From an optimization exercise on the open Yosys and OpenROAD flow, aimed at small area; shortcuts taken in it are not production practice.
Only simulation tests tie the RTL to the original design; equivalence was not proved.
No activity file was given, so power comes from the tool's default toggle rates.

// fhe_ctrl_top
module fhe_ctrl_top #(
	parameter int INST_ID_WIDTH = 6
) (
	input  logic                       clk,
	input  logic                       rstn,
	input  logic [fhe_ctrl_pkg::AXIL_ADDR_WIDTH-1:0] awaddr,
	input  logic                       awvalid,
	output logic                       awready,
	input  logic [fhe_ctrl_pkg::AXIL_DATA_WIDTH-1:0] wdata,
	input  logic                       wvalid,
	output logic                       wready,
	output logic [1:0]                 bresp,
	output logic                       bvalid,
	input  logic                       bready,
	input  logic [fhe_ctrl_pkg::AXIL_ADDR_WIDTH-1:0] araddr,
	input  logic                       arvalid,
	output logic                       arready,
	output logic [fhe_ctrl_pkg::AXIL_DATA_WIDTH-1:0] rdata,
	output logic [1:0]                 rresp,
	output logic                       rvalid,
	input  logic                       rready,
	input  fhe_ctrl_pkg::fifo_status_t               fifo_status,
	output fhe_ctrl_pkg::rlwe_cfg_t                  rlwe_cfg,
	output fhe_ctrl_pkg::lwe_cfg_t                   lwe_cfg,
	output logic                       inst_wr_en,
	output fhe_ctrl_pkg::rob_cmd_t                   rob_cmd,
	output fhe_ctrl_pkg::key_cmd_t                   key_cmd,
	output logic [INST_ID_WIDTH-1:0]   inst_id
);
Settings: LEC_CHECK=0, CAP_MARGIN=20, CORE_MARGIN=2, CORE_UTILIZATION=40, SLEW_MARGIN=20; clock period 6.0 ns.
run.sh (not shown) runs the stock make flow with config.mk's settings and CLKGATE_MAP_FILE= SYNTH_SCRIPT=/design/flow/synth_recipe.tcl, a recipe that flattens the netlist after the stock synthesis.
==> next run, changes <==
==> flow/flow/run.sh (new file) <==
#!/bin/bash
# Standard ORFS layout (the standard.sh, unchanged synthesis), with the
# port buffers made of the smallest buffer cell and power recovery (gate
# downsizing on paths with slack) after global routing.
set -euo pipefail
bash standard.sh \
	"BUFFER_PORTS_ARGS=-buffer_cell sky130_fd_sc_hd__buf_1" \
	RECOVER_POWER=100 \
	finish > standard_flow.log 2>&1
==> flow/standard.sh (new file) <==
#!/bin/bash
# synth_recipe.tcl (not shown) runs the flow's synth.tcl, then flattens the netlist and writes it again
# the make line also repeats each setting of config.mk as NAME=value (left out here)
make -C /OpenROAD-flow-scripts/flow DESIGN_CONFIG=/design/flow/config.mk WORK_HOME=/design/flow/orfs CLKGATE_MAP_FILE= SYNTH_SCRIPT=/design/flow/synth_recipe.tcl "${@:-finish}"
removed: flow/run.sh
What happened: Now the flow finished with capacitance limit, slew limit left; synthesized area stays the same; count of clock-buffer cells in the layout came out higher by 6; routed wire length came out lower by 5.1%; global-route usage came out lower by 1.8 points; core utilization came out lower by 9.8 points; sequential cell count stays the same; die area does not change; fmax stays flat.


Another version of the RTL of fhe_ctrl_top (not shown whole).
Size in the first run: about 940 cells after synthesis.
Settings: LEC_CHECK=0, CAP_MARGIN=20, CORE_MARGIN=2, CORE_UTILIZATION=55, SETUP_SLACK_MARGIN=0.1, SLEW_MARGIN=20; clock period 6.0 ns.
standard.sh (not shown) runs the stock make flow with config.mk's settings and CLKGATE_MAP_FILE= SYNTH_SCRIPT=/design/flow/synth_recipe.tcl, a recipe that flattens the netlist after the stock synthesis.
==> flow/flow/run.sh <==
#!/bin/bash
# Layout flow: the standard layout (standard.sh) with these changes:
#  1. after the standard synthesis, its combinational cells are re-mapped by
#     ABC for area, keeping the smallest of four random seeds (registers,
#     full-adder and tie cells untouched; each full adder is first rewritten
#     as the identical ~fa(~a,~b,~c) so ABC can drop the inverters synthesis
#     put around the adder chains); the result is used only if a SAT proof
#     shows it equivalent to the standard netlist;
#  2. the port buffers from buffer_ports are the smallest buffer cell (every
#     input and output port still gets its own buffer);
#  3. clock tree synthesis without dummy loads, with clkbuf_8 buffers and
#     sink clusters of up to 15 (the clock port still drives only the root
#     clock buffer).
# Each tool's output goes to its own log in this folder; ORFS keeps each
# step's log under orfs/logs/.
set -euo pipefail
W=$(pwd)
F=$W/flow
R=$W/orfs/results/$FLOW_PLATFORM/fhe_ctrl_top/base
LIB=$FLOW_HOME/platforms/$FLOW_PLATFORM/lib/sky130_fd_sc_hd__tt_025C_1v80.lib
YOSYS=$FLOW_HOME/../tools/install/yosys/bin/yosys
[ -x "$YOSYS" ] || YOSYS=$(command -v yosys)
KNOBS=(
	"BUFFER_PORTS_ARGS=-buffer_cell sky130_fd_sc_hd__buf_1"
	"CTS_ARGS=-sink_clustering_enable -repair_clock_nets -dont_use_dummy_load -sink_clustering_size 15 -sink_clustering_max_diameter 80 -buf_list sky130_fd_sc_hd__clkbuf_8"
)

bash standard.sh "${KNOBS[@]}" synth > synth_standard.log 2>&1

mkdir -p remap
cp "$R/1_2_yosys.v" remap/netlist_standard.v
if python3 "$F/fainv.py" remap/netlist_standard.v remap/netlist_fainv.v > remap/fainv.log 2>&1 &&
	python3 "$F/remap.py" "$YOSYS" "$LIB" "$FLOW_HOME/platforms/$FLOW_PLATFORM/config.mk" \
		remap/netlist_fainv.v remap/netlist_remap.v "$F/area.abc" remap/yosys_remap.log 0 1 2 3 &&
	python3 "$F/equiv.py" "$YOSYS" "$LIB" remap/netlist_standard.v remap/netlist_remap.v remap remap/yosys_equiv.log; then
	echo "using the re-mapped netlist" > remap/status.txt
	cp remap/netlist_remap.v "$R/1_2_yosys.v"
	rm -f "$R/1_synth.odb" "$R/1_synth.sdc"
else
	echo "re-map failed or not proven; keeping the standard netlist" > remap/status.txt
fi

bash standard.sh "${KNOBS[@]}" finish > flow_standard.log 2>&1
Other scripts of this flow, unchanged in this note and not shown: flow/flow/area.abc, flow/flow/buf1.v, flow/flow/cutff.py, flow/flow/equiv.py, flow/flow/fainv.py, flow/flow/remap.py
The baseline produced a clean layout.
Rerun with:
- SETUP_SLACK_MARGIN: 0.1 -> 0.05
What happened: Utilization is unchanged; global-route usage is lower by 0.10 points; power barely changes; maximum frequency hardly moves; clock-buffer cell count does not change; wire length barely changes; sequential share of layout area is unchanged; synthesized cell count does not change; die area stays the same; combinational power is about the same.

==> re-timing with driven ports <==
No port has a modelled driver above. Below, the same layouts with a new extraction and two added sets of constraints.
Step 1 sets driving cells, clkbuf_16 on the clock port and buf_2 on the other inputs (assumed; they add their load-dependent delay and slew).
Step 2 also shifts input and output timing later by t, the mid clock arrival at the registers, as if the neighbouring blocks saw the same clock.
Slacks: no drivers / after step 1 / after step 2; pairs: no drivers / after step 1.
run | shift t [ns] | setup WS [ns] | latest minus earliest clock arrival (ns) | worst register clock-pin slew, ns | cell pins on the clock port's net
the first run of note 1 | 0.605 | 0.102 / 0.049 / 0.654 | 0.010 / 0.011 | 0.06 / 0.06 | 1
the second run of note 1 | 0.585 | 0.105 / 0.055 / 0.641 | 0.011 / 0.011 | 0.06 / 0.06 | 1
the first run of note 2 | 0.593 | 0.132 / 0.087 / 0.680 | 0.024 / 0.024 | 0.11 / 0.11 | 1
the second run of note 2 | 0.591 | 0.127 / 0.082 / 0.673 | 0.031 / 0.031 | 0.11 / 0.11 | 1
